From an optimization exercise on the open Yosys and OpenROAD flow, aimed at small area, a short achievable clock period and few clock cycles per item; shortcuts taken in it are not production practice.

==> raven <==
## aes_inv_top
module aes_inv_top (
  input  logic                clk_sys,
  input  logic                rst_n,
  input  logic                req,
  input  logic [127:0]        cipher_text,
  input  logic [127:0]        key_last,
  output logic                ack,
  output logic [127:0]        plain_text
);
  logic         first;
  logic         step;
  logic [3:0]   round;
  logic [127:0] key_q;
  logic [127:0] data_q;
  logic [127:0] round_out;
  aes_inv_control u_control (
    .clk_sys     (clk_sys),
    .rst_n       (rst_n),
    .req         (req),
    .round_out   (round_out),
    .key_q       (key_q),
    .ack         (ack),
    .plain_text  (plain_text),
    .data_q      (data_q),
    .first       (first),
    .step        (step),
    .round       (round)
  );
  aes_inv_round u_round (
    .data_q      (data_q),
    .key_q       (key_q),
    .cipher_text (cipher_text),
    .key_last    (key_last),
    .first       (first),
    .round_out   (round_out)
  );
  aes_inv_key_sched u_key_sched (
    .clk_sys  (clk_sys),
    .key_last (key_last),
    .first    (first),
    .step     (step),
    .round    (round),
    .key_q    (key_q)
  );
endmodule
clock: 8.0 ns
lec_check: 0
cap_margin: 20
core_margin: 2
core_utilization: 40
slew_margin: 20
run.sh (not shown) runs the stock make flow with config.mk's settings and CLKGATE_MAP_FILE= SYNTH_SCRIPT=/design/flow/synth_recipe.tcl, a recipe that flattens the netlist after the stock synthesis.
==> inputs of umber, as changes to raven <==
--- a/flow/design.v
+++ b/flow/design.v
@@ -1,20 +1,20 @@
 `timescale 1ns/1ps
 module aes_inv_key_sched (
   input  logic                clk_sys,
   input  logic [127:0]        key_last,
   input  logic                first,
-  input  logic                step,
   input  logic [3:0]          round,
-  output logic [127:0]        key_q
+  output logic [127:0]        key_prev
 );
   localparam int WORD_W = 32;
   localparam int BYTE_W = 8;
-  logic [7:0]  rcon;
+  logic [7:0]   rcon;
+  logic [127:0] key_q;
   logic [127:0] key_cur;
   logic [31:0] w0;
   logic [31:0] w1;
   logic [31:0] w2;
   logic [31:0] w3;
   logic [31:0] p0;
   logic [31:0] p1;
   logic [31:0] p2;
@@ -47,20 +47,19 @@
   assign rot_w = {p3[WORD_W-BYTE_W-1:0], p3[WORD_W-1 -: BYTE_W]};
   for (genvar b = 0; b < 4; b++) begin : g_sub
     aes_sbox_fwd u_sbox (
       .a (rot_w[BYTE_W*b +: BYTE_W]),
       .y (sub_w[BYTE_W*b +: BYTE_W])
     );
   end
   assign p0 = w0 ^ sub_w ^ {rcon, {(WORD_W-BYTE_W){1'b0}}};
+  assign key_prev = {p0, p1, p2, p3};
   always_ff @(posedge clk_sys) begin
-    if (first || step) begin
-      key_q <= {p0, p1, p2, p3};
-    end
+    key_q <= key_prev;
   end
 endmodule
 module aes_sbox_fwd (
   input  logic [7:0] a,
   output logic [7:0] y
 );
   logic T1, T2, T3, T4, T5, T6, T7, T8, T9, T10, T11, T12, T13, T14, T15, T16, T17, T18, T19, T20, T21, T22, T23, T24, T25, T26, T27, U7;
   logic M1, M2, M3, M4, M5, M6, M7, M8, M9, M10, M11, M12, M13, M14, M15, M16, M17, M18, M19, M20, M21, M22, M23, M24, M25, M26, M27, M28, M29, M30, M31, M32, M33, M34, M35, M36, M37, M38, M39, M40, M41, M42, M43, M44, M45, M46, M47, M48, M49, M50, M51, M52, M53, M54, M55, M56, M57, M58, M59, M60, M61, M62, M63;
@@ -161,62 +160,56 @@
   assign y[3] = M47 ^ M48 ^ M50 ^ M51 ^ M55 ^ M56 ^ M61 ^ M62;
   assign y[4] = M46 ^ M47 ^ M49 ^ M50 ^ M55 ^ M56 ^ M61 ^ M62;
   assign y[5] = ~(M46 ^ M48 ^ M52 ^ M54 ^ M58 ^ M60 ^ M61 ^ M63);
   assign y[6] = ~(M46 ^ M47 ^ M52 ^ M53 ^ M55 ^ M56 ^ M61 ^ M62);
   assign y[7] = M49 ^ M50 ^ M52 ^ M53 ^ M55 ^ M56 ^ M61 ^ M62;
 endmodule
 `timescale 1ns/1ps
 module aes_inv_round (
-  input  logic [127:0]        data_q,
-  input  logic [127:0]        key_q,
+  input  logic [127:0]        state,
   input  logic [127:0]        cipher_text,
   input  logic [127:0]        key_last,
   input  logic                first,
   output logic [127:0]        round_out
 );
   localparam int STATE_W = 128;
   localparam int WORD_W = 32;
   localparam int BYTE_W = 8;
   localparam int NUM_COLS = STATE_W / WORD_W;
   localparam int NUM_ROWS = WORD_W / BYTE_W;
   function automatic logic [7:0] gf_xtime(logic [7:0] b);
     gf_xtime = {b[6:0], 1'b0} ^ (b[7] ? 8'h1b : 8'h00);
   endfunction
   function automatic logic [31:0] inv_mix_column(logic [31:0] col);
-    logic [7:0] a  [4];
-    logic [7:0] x2 [4];
-    logic [7:0] x4 [4];
-    logic [7:0] x8 [4];
-    logic [7:0] m9 [4];
-    logic [7:0] mb [4];
-    logic [7:0] md [4];
-    logic [7:0] me [4];
+    logic [7:0] a [4];
+    logic [7:0] b [4];
+    logic [7:0] u;
+    logic [7:0] v;
+    logic [7:0] t;
     for (int i = 0; i < 4; i++) begin
       a[i] = col[32-1-8*i -: 8];
-      x2[i] = gf_xtime(a[i]);
-      x4[i] = gf_xtime(x2[i]);
-      x8[i] = gf_xtime(x4[i]);
-      m9[i] = x8[i] ^ a[i];
-      mb[i] = x8[i] ^ x2[i] ^ a[i];
-      md[i] = x8[i] ^ x4[i] ^ a[i];
-      me[i] = x8[i] ^ x4[i] ^ x2[i];
     end
-    inv_mix_column = {me[0] ^ mb[1] ^ md[2] ^ m9[3],
-            m9[0] ^ me[1] ^ mb[2] ^ md[3],
-            md[0] ^ m9[1] ^ me[2] ^ mb[3],
-            mb[0] ^ md[1] ^ m9[2] ^ me[3]};
+    u = gf_xtime(gf_xtime(a[0] ^ a[2]));
+    v = gf_xtime(gf_xtime(a[1] ^ a[3]));
+    b[0] = a[0] ^ u;
+    b[1] = a[1] ^ v;
+    b[2] = a[2] ^ u;
+    b[3] = a[3] ^ v;
+    t = b[0] ^ b[1] ^ b[2] ^ b[3];
+    inv_mix_column = {b[0] ^ t ^ gf_xtime(b[0] ^ b[1]),
+                      b[1] ^ t ^ gf_xtime(b[1] ^ b[2]),
+                      b[2] ^ t ^ gf_xtime(b[2] ^ b[3]),
+                      b[3] ^ t ^ gf_xtime(b[3] ^ b[0])};
   endfunction
-  logic [127:0] added;
   logic [127:0] mixed;
   logic [127:0] shifted;
-  assign added = data_q ^ key_q;
   always_comb begin
     for (int c = 0; c < NUM_COLS; c++) begin
-      mixed[STATE_W-1-WORD_W*c -: WORD_W] = inv_mix_column(added[STATE_W-1-WORD_W*c -: WORD_W]);
+      mixed[STATE_W-1-WORD_W*c -: WORD_W] = inv_mix_column(state[STATE_W-1-WORD_W*c -: WORD_W]);
     end
   end
   always_comb begin
     for (int c = 0; c < NUM_COLS; c++) begin
       for (int r = 0; r < NUM_ROWS; r++) begin
         shifted[STATE_W-1-BYTE_W*(NUM_ROWS*c+r) -: BYTE_W] =
           first ? (cipher_text[STATE_W-1-BYTE_W*(NUM_ROWS*((c-r+NUM_COLS)%NUM_COLS)+r) -: BYTE_W] ^
                    key_last[STATE_W-1-BYTE_W*(NUM_ROWS*((c-r+NUM_COLS)%NUM_COLS)+r) -: BYTE_W])
@@ -338,30 +331,31 @@
   assign y[7] = M49 ^ M51 ^ M52 ^ M54 ^ M58 ^ M59 ^ M61 ^ M62;
 endmodule
 `timescale 1ns/1ps
 module aes_inv_control (
   input  logic                clk_sys,
   input  logic                rst_n,
   input  logic                req,
   input  logic [127:0]        round_out,
-  input  logic [127:0]        key_q,
+  input  logic [127:0]        key_prev,
   output logic                ack,
   output logic [127:0]        plain_text,
-  output logic [127:0]        data_q,
+  output logic [127:0]        state,
   output logic                first,
   output logic                step,
   output logic [3:0]          round
 );
   localparam logic [1:0] ctrl_idle = 2'd0;
   localparam logic [1:0] ctrl_run  = 2'd1;
   localparam logic [1:0] ctrl_done = 2'd2;
   logic [1:0]  ctrl_q;
   logic [1:0]  ctrl_d;
   logic [3:0]  round_q;
+  logic [127:0] data_q;
   logic        last_round;
   assign last_round = (round_q == 4'd9);
   always_comb begin
     ctrl_d = ctrl_q;
     case (ctrl_q)
       ctrl_idle: begin
         if (req) begin
           ctrl_d = ctrl_run;
@@ -387,67 +381,66 @@
       ctrl_q <= ctrl_d;
     end
   end
   assign first = (ctrl_q == ctrl_idle) && req;
   assign step  = (ctrl_q == ctrl_run);
   always_ff @(posedge clk_sys) begin
     if (first) begin
       round_q <= 4'd1;
-    end else if (step) begin
+    end else begin
       round_q <= round_q + 1'b1;
     end
   end
   always_ff @(posedge clk_sys) begin
     if (first || step) begin
-      data_q <= round_out;
+      data_q <= round_out ^ key_prev;
     end
   end
   assign round = round_q;
-  assign plain_text = data_q ^ key_q;
+  assign state = data_q;
+  assign plain_text = data_q;
   assign ack = (ctrl_q == ctrl_done);
 endmodule
 `timescale 1ns/1ps
 module aes_inv_top (
   input  logic                clk_sys,
   input  logic                rst_n,
   input  logic                req,
   input  logic [127:0]        cipher_text,
   input  logic [127:0]        key_last,
   output logic                ack,
   output logic [127:0]        plain_text
 );
   logic         first;
   logic         step;
   logic [3:0]   round;
-  logic [127:0] key_q;
-  logic [127:0] data_q;
+  logic [127:0] key_prev;
+  logic [127:0] state;
   logic [127:0] round_out;
   aes_inv_control u_control (
     .clk_sys     (clk_sys),
     .rst_n       (rst_n),
     .req         (req),
     .round_out   (round_out),
-    .key_q       (key_q),
+    .key_prev    (key_prev),
     .ack         (ack),
     .plain_text  (plain_text),
-    .data_q      (data_q),
+    .state       (state),
     .first       (first),
     .step        (step),
     .round       (round)
   );
   aes_inv_round u_round (
-    .data_q      (data_q),
-    .key_q       (key_q),
+    .state       (state),
     .cipher_text (cipher_text),
     .key_last    (key_last),
     .first       (first),
     .round_out   (round_out)
   );
   aes_inv_key_sched u_key_sched (
     .clk_sys  (clk_sys),
     .key_last (key_last),
     .first    (first),
-    .step     (step),
     .round    (round),
-    .key_q    (key_q)
+    .key_prev (key_prev)
   );
 endmodule
==> flow/flow/run.sh (new file) <==
#!/bin/bash
# Own layout flow: the standard layout (standard.sh, unchanged steps and
# settings), except that Yosys's ABC maps the logic with flow/abc.script
# instead of ORFS's abc_speed.script. Registers come from dfflibmap before
# ABC, so they are the standard synthesis's.
set -euo pipefail
W=$(pwd)
sed 's#log_cmd abc {\*}\$abc_args#log_cmd abc {*}[lreplace $abc_args 1 1 '"$W"'/flow/abc.script]#' \
  "$FLOW_HOME/scripts/synth.tcl" > "$W/flow_synth_orfs.tcl"
grep -q "flow/abc.script" "$W/flow_synth_orfs.tcl"
sed "s#\$::env(SCRIPTS_DIR)/synth.tcl#$W/flow_synth_orfs.tcl#" "$W/synth_recipe.tcl" > "$W/flow_synth.tcl"
grep -q "flow_synth_orfs.tcl" "$W/flow_synth.tcl"
bash standard.sh SYNTH_SCRIPT="$W/flow_synth.tcl" finish > "$W/standard.log" 2>&1
==> flow/flow/abc.script (new file) <==
strash
dc2
dch -f
map -a
topo
stime -c
buffer -c
upsize -c
dnsize -c
==> flow/standard.sh (new file) <==
#!/bin/bash
# synth_recipe.tcl (not shown) runs the flow's synth.tcl, then flattens the netlist and writes it again
# the make line also repeats each setting of config.mk as NAME=value (left out here)
make -C /OpenROAD-flow-scripts/flow DESIGN_CONFIG=/design/flow/config.mk WORK_HOME=/design/flow/orfs CLKGATE_MAP_FILE= SYNTH_SCRIPT=/design/flow/synth_recipe.tcl "${@:-finish}"
removed: flow/run.sh
==> inputs of lagoon, as changes to raven <==
ABC_CLOCK_PERIOD_IN_PS = 5000   (was default)
SETUP_SLACK_MARGIN = 2.0   (was default)
==> notes.md <==
umber completed without violations. raven finished with timing, DRC and antenna clean. lagoon produced a clean layout. The highest global-route usage belongs to lagoon, the lowest to umber. Between raven and umber, the lower non-clock buffer count is in umber (gap 363). Between raven and lagoon, the lower clock skew is in lagoon (gap 0.0071 ns). The lowest sequential share of layout area belongs to lagoon, the highest to umber.
No functional check of the RTL was part of any run of this note.

[port drivers added, routing unchanged]
The flow's constraints put no driver on any port. The routed layouts listed below were extracted and timed again, unchanged, in two steps. Step 1 (the two cells are an assumption about what drives the block):
set clk [get_ports {clk_sys}]
set_driving_cell -lib_cell sky130_fd_sc_hd__clkbuf_16 $clk
set_driving_cell -lib_cell sky130_fd_sc_hd__buf_2 [delete_from_list [all_inputs] $clk]
Step 2 adds t to the input delays and takes it off the output delays; t is the mean of the earliest and latest rising clock arrival at the registers after step 1. Input paths then give back, and output paths get back, about the clock's delay inside the block. Slacks: no drivers / after step 1 / after step 2; pairs: no drivers / after step 1.
run	t (ns)	setup WS [ns]	worst data-port slew with drivers (ns)
raven	0.672	0.456 / 0.456 / 0.424	0.17
umber	0.658	0.557 / 0.595 / -0.063	0.13
lagoon	0.678	1.852 / 1.852 / 1.387	0.19
Met with ideal ports but missed after step 2: setup timing in umber. For umber, which loses most, drivers alone change the setup slack by +0.038 ns; drivers and shift together by -0.620 ns.
